From an optimization exercise on the open Yosys and OpenROAD flow, aimed at small area; shortcuts taken in it are not production practice.
At most, simulation tests tie the RTL to the original design; equivalence was not proved.
No activity file was given, so power comes from the tool's default toggle rates.

## chip
module chip (
	input logic clk,
	input logic chip_reset,
	input logic uart_rx,
	output logic uart_tx,
	output logic [3:0] status  
);
Settings: LEC_CHECK=0, CAP_MARGIN=20, CORE_MARGIN=2, CORE_UTILIZATION=40, CTS_BUF_LIST=sky130_fd_sc_hd__clkbuf_16, CTS_CLUSTER_DIAMETER=80, CTS_CLUSTER_SIZE=30, SLEW_MARGIN=20; clock period 10.0 ns.
run.sh (not shown) runs the stock make flow with config.mk's settings and CLKGATE_MAP_FILE= SYNTH_SCRIPT=/design/flow/synth_recipe.tcl, a recipe that flattens the netlist after the stock synthesis.
Next try:
--- a/flow/config.mk
+++ b/flow/config.mk
@@ -11,3 +11,3 @@
-export CTS_BUF_LIST = sky130_fd_sc_hd__clkbuf_16
-export CTS_CLUSTER_DIAMETER = 80
-export CTS_CLUSTER_SIZE = 30
+export CTS_BUF_LIST = sky130_fd_sc_hd__clkbuf_8
+export CTS_CLUSTER_DIAMETER = 60
+export CTS_CLUSTER_SIZE = 16
What happened: Total power goes down by 0.99%. Register-to-register slack improved by 60 ps. Area after synthesis is unchanged. Cell area barely changes. Clock skew goes up by 9.8 ps. Sequential cell count stays the same. Core utilization barely changes.
No run of this note included a check of the RTL's function; only the layout flow was run.

---

## try-fjord
chip, a different RTL version from the one above (not shown whole).
Size: roughly 2,500 cells after synthesis, about 8 I/O pins, roughly 33,000 um^2 of cells after synthesis.
Settings: LEC_CHECK=0, CAP_MARGIN=20, CORE_MARGIN=2, CORE_UTILIZATION=40, CTS_BUF_LIST=sky130_fd_sc_hd__clkbuf_8, CTS_CLUSTER_DIAMETER=60, CTS_CLUSTER_SIZE=16, SLEW_MARGIN=20; clock period 10.0 ns.
standard.sh (not shown) runs the stock make flow with config.mk's settings and CLKGATE_MAP_FILE= SYNTH_SCRIPT=/design/flow/synth_recipe.tcl, a recipe that flattens the netlist after the stock synthesis.
==> flow/flow/run.sh <==
#!/bin/bash
# Standard layout, except that the combinational logic of the standard
# synthesis netlist is re-mapped by ABC for area before floorplanning.
# Registers (instances, names, cell types, Q nets) are left untouched.
set -euo pipefail
WORK=$PWD
R=$WORK/orfs/results/$FLOW_PLATFORM/chip/base
LIB=$FLOW_HOME/platforms/$FLOW_PLATFORM/lib/sky130_fd_sc_hd__tt_025C_1v80.lib
YOSYS=$FLOW_HOME/../tools/install/yosys/bin/yosys
command -v yosys >/dev/null 2>&1 && YOSYS=$(command -v yosys)

# 1. standard synthesis
bash standard.sh synth > 1_standard_synth.log 2>&1
cp $R/1_2_yosys.v $WORK/std_1_2_yosys.v

# 2. area re-mapping of the logic between registers
DU=$(sed -n '/DONT_USE_CELLS/,/^$/p' $FLOW_HOME/platforms/$FLOW_PLATFORM/config.mk \
	| grep -o 'sky130_fd_sc_hd__[a-z0-9_]*' | sed 's/^/-dont_use /' | tr '\n' ' ')
SEQ=$(grep -oE 'sky130_fd_sc_hd__[a-z0-9_]+' $WORK/std_1_2_yosys.v | sort -u | grep -E '__(e?df|sdf|dl|sdl)' | tr '\n' ' ')
cat > $WORK/reopt.ys <<YS
read_liberty -ignore_miss_func $LIB
delete $SEQ
read_liberty -lib -nooverwrite $LIB
read_verilog $WORK/std_1_2_yosys.v
hierarchy -top $FLOW_TOP
flatten
rename -hide w:_*_.*
opt_clean
abc -liberty $LIB $DU -script $WORK/flow/area.abc
opt_clean -purge
hilomap -singleton -hicell sky130_fd_sc_hd__conb_1 HI -locell sky130_fd_sc_hd__conb_1 LO
splitnets
insbuf -buf sky130_fd_sc_hd__buf_4 A X
opt_clean -purge
tee -o $WORK/reopt_stat.txt stat -liberty $LIB
write_verilog -noattr -noexpr -nohex -nodec $WORK/reopt_1_2_yosys.v
YS
$YOSYS -s $WORK/reopt.ys > 2_reopt_yosys.log 2>&1
cp $WORK/reopt_1_2_yosys.v $R/1_2_yosys.v
rm -f $R/1_synth.odb $R/1_synth.sdc

# 3. the rest of the standard layout
bash standard.sh > 3_standard_layout.log 2>&1
==> flow/flow/area.abc <==
strash
dch
map -a
topo
dnsize
Modified inputs, try-nickel compared to try-fjord
-- flow/flow/run.sh --
<<< try-fjord, line 43
>>> try-nickel, line 43
export CTS_ARGS="-sink_clustering_enable -repair_clock_nets -buf_list sky130_fd_sc_hd__clkbuf_8 -sink_clustering_size 16 -sink_clustering_max_diameter 60 -dont_use_dummy_load"
==> flow/flow/area.abc <==
strash
ifraig
dc2
dch -f
amap
topo
dnsize
-- flow/config.mk --
<<< try-fjord, line 14
>>> try-nickel, line 14
export GPL_TIMING_DRIVEN = 0
### Flow results
- Compared to try-fjord, try-nickel has smallest setup slack after layout 0.79 ns lower.
- try-nickel did not stop at any stage, and its layout met the timing, DRC and antenna checks.
- Delta (try-nickel minus try-fjord): height of the die saw a decrease, wire length has decreased, synthesized instance count shrank by about 11%, total global-route track usage lower, synthesized area shrank by 2.0%.
- Going from try-fjord to try-nickel, via count lower, initial core utilization roughly the same, register-to-register slack lower, measured slew at the worst slew-check pin now sits lower, sequential share of layout area +1.0 points.
Changes in try-pepper relative to try-nickel:
==> flow/run.sh (new file) <==
#!/bin/bash
# synth_recipe.tcl (not shown) runs the flow's synth.tcl, then flattens the netlist and writes it again
# the make line also repeats each setting of config.mk as NAME=value (left out here)
make -C /OpenROAD-flow-scripts/flow DESIGN_CONFIG=/design/flow/config.mk WORK_HOME=/design/flow/orfs CLKGATE_MAP_FILE= SYNTH_SCRIPT=/design/flow/synth_recipe.tcl finish
==> flow/config.mk <==
export PLATFORM = sky130hd
export DESIGN_NAME = chip
export DESIGN_NICKNAME = chip
export VERILOG_FILES = /design/flow/design.v
export SDC_FILE = /design/flow/constraint.sdc
export NUM_CORES = 4
export LEC_CHECK = 0
export CAP_MARGIN = 10
export CORE_MARGIN = 2
export CORE_UTILIZATION = 55
export CTS_BUF_LIST = sky130_fd_sc_hd__clkbuf_16
export CTS_CLUSTER_DIAMETER = 80
export CTS_CLUSTER_SIZE = 30
export GPL_TIMING_DRIVEN = 0
export SLEW_MARGIN = 10
removed: flow/flow/run.sh
removed: flow/flow/area.abc
removed: flow/standard.sh
==> notes.md <==
Re met3 usage in global routing: try-pepper is 1.5 points up on try-nickel.
Compared with try-nickel, try-pepper shows a lower number of design-rule violations left by the first detailed-router iteration.
Fraction of area in registers for try-pepper: 2.6 points down relative to try-nickel
Count of buffer and inverter cells on the critical path, try-pepper and try-nickel: higher on try-nickel
try-pepper: PASS, flow complete, no timing, DRC or antenna violations
Fraction of the cycle the final worst path needs | try-pepper below try-nickel
Going from try-nickel to try-pepper, number of vias in the routed layout higher; met2 track demand over resource increased 7.6 points; area growth from synthesis to layout now smaller; summed instance area of the synthesized netlist rose by 6.7%.
Input changes introduced in try-onyx (baseline for comparison: try-pepper):
==> flow/flow/run.sh (new file) <==
#!/bin/bash
# Standard layout, except that the combinational logic of the standard
# synthesis netlist is re-mapped by ABC for area before floorplanning.
# Registers (instances, names, cell types, Q nets) are left untouched.
set -euo pipefail
WORK=$PWD
R=$WORK/orfs/results/$FLOW_PLATFORM/chip/base
LIB=$FLOW_HOME/platforms/$FLOW_PLATFORM/lib/sky130_fd_sc_hd__tt_025C_1v80.lib
YOSYS=$FLOW_HOME/../tools/install/yosys/bin/yosys
command -v yosys >/dev/null 2>&1 && YOSYS=$(command -v yosys)

# 1. standard synthesis
bash standard.sh synth > 1_standard_synth.log 2>&1
cp $R/1_2_yosys.v $WORK/std_1_2_yosys.v

# 2. area re-mapping of the logic between registers
DU=$(sed -n '/DONT_USE_CELLS/,/^$/p' $FLOW_HOME/platforms/$FLOW_PLATFORM/config.mk \
	| grep -o 'sky130_fd_sc_hd__[a-z0-9_]*' | sed 's/^/-dont_use /' | tr '\n' ' ')
SEQ=$(grep -oE 'sky130_fd_sc_hd__[a-z0-9_]+' $WORK/std_1_2_yosys.v | sort -u | grep -E '__(e?df|sdf|dl|sdl)' | tr '\n' ' ')
cat > $WORK/reopt.ys <<YS
read_liberty -ignore_miss_func $LIB
delete $SEQ
read_liberty -lib -nooverwrite $LIB
read_verilog $WORK/std_1_2_yosys.v
hierarchy -top $FLOW_TOP
flatten
rename -hide w:_*_.*
opt_clean
abc -liberty $LIB $DU -script $WORK/flow/area.abc
opt_clean -purge
hilomap -singleton -hicell sky130_fd_sc_hd__conb_1 HI -locell sky130_fd_sc_hd__conb_1 LO
splitnets
insbuf -buf sky130_fd_sc_hd__buf_4 A X
opt_clean -purge
tee -o $WORK/reopt_stat.txt stat -liberty $LIB
write_verilog -noattr -noexpr -nohex -nodec $WORK/reopt_1_2_yosys.v
YS
$YOSYS -s $WORK/reopt.ys > 2_reopt_yosys.log 2>&1
cp $WORK/reopt_1_2_yosys.v $R/1_2_yosys.v
rm -f $R/1_synth.odb $R/1_synth.sdc

# 3. the rest of the standard layout
export CTS_ARGS="-sink_clustering_enable -repair_clock_nets -buf_list sky130_fd_sc_hd__clkbuf_8 -sink_clustering_size 16 -sink_clustering_max_diameter 60 -dont_use_dummy_load"
bash standard.sh > 3_standard_layout.log 2>&1
==> flow/flow/area.abc (new file) <==
strash
dch
map -a
topo
dnsize
==> flow/standard.sh (new file) <==
#!/bin/bash
# synth_recipe.tcl (not shown) runs the flow's synth.tcl, then flattens the netlist and writes it again
# the make line also repeats each setting of config.mk as NAME=value (left out here)
make -C /OpenROAD-flow-scripts/flow DESIGN_CONFIG=/design/flow/config.mk WORK_HOME=/design/flow/orfs CLKGATE_MAP_FILE= SYNTH_SCRIPT=/design/flow/synth_recipe.tcl "${@:-finish}"
==> flow/config.mk <==
export PLATFORM = sky130hd
export DESIGN_NAME = chip
export DESIGN_NICKNAME = chip
export VERILOG_FILES = /design/flow/design.v
export SDC_FILE = /design/flow/constraint.sdc
export NUM_CORES = 4
export LEC_CHECK = 0
export CAP_MARGIN = 20
export CORE_MARGIN = 2
export CORE_UTILIZATION = 40
export CTS_BUF_LIST = sky130_fd_sc_hd__clkbuf_8
export CTS_CLUSTER_DIAMETER = 60
export CTS_CLUSTER_SIZE = 16
export SLEW_MARGIN = 20
removed: flow/run.sh
Results
- Going from try-pepper to try-onyx, clock network fraction of design power fell 2.0 points, die area went up by about 30%, global placer's final weighted congestion moved up.
- Taking try-onyx over try-pepper, the leakage component of the power ratio works out to 0.902.
- try-pepper: all stages complete, timing, DRC and antenna checks passed
- try-onyx | status: complete | timing, DRC, antenna: pass

==> what the ideal ports hide <==
The results above use ideal ports. As a check the final layouts listed here were re-extracted and re-timed, cells and wires unchanged.
Step 1, drivers: a clkbuf_16 drives clk and a buf_2 each remaining input, both assumed.
Step 2 moves the port delays by t, midway between the first and last clock arrival at a register: inputs arrive t later, outputs are due t later. That takes back most of the time a late clock gives input paths.
Three values: no drivers, after step 1, after step 2; two values: the first two.
run	shift t [ns]	slack for setup (ns)	latest minus earliest clock arrival (ns)	worst register clock-pin slew, ns	worst slew at a driven data input, ns
the first run of note 1	0.717	2.317 / 2.317 / 2.317	0.044 / 0.044	0.11 / 0.11	0.03
the second run of note 1	0.774	2.378 / 2.378 / 2.378	0.049 / 0.048	0.10 / 0.10	0.03
try-fjord	0.786	1.331 / 1.331 / 1.331	0.056 / 0.056	0.11 / 0.11	0.03
try-nickel	0.733	0.540 / 0.540 / 0.540	0.138 / 0.138	0.10 / 0.10	0.03
try-pepper	0.702	2.351 / 2.351 / 2.351	0.041 / 0.041	0.12 / 0.12	0.04
try-onyx	0.749	1.461 / 1.461 / 1.461	0.114 / 0.114	0.10 / 0.10	0.03
After both steps setup and hold are still met in every run listed.
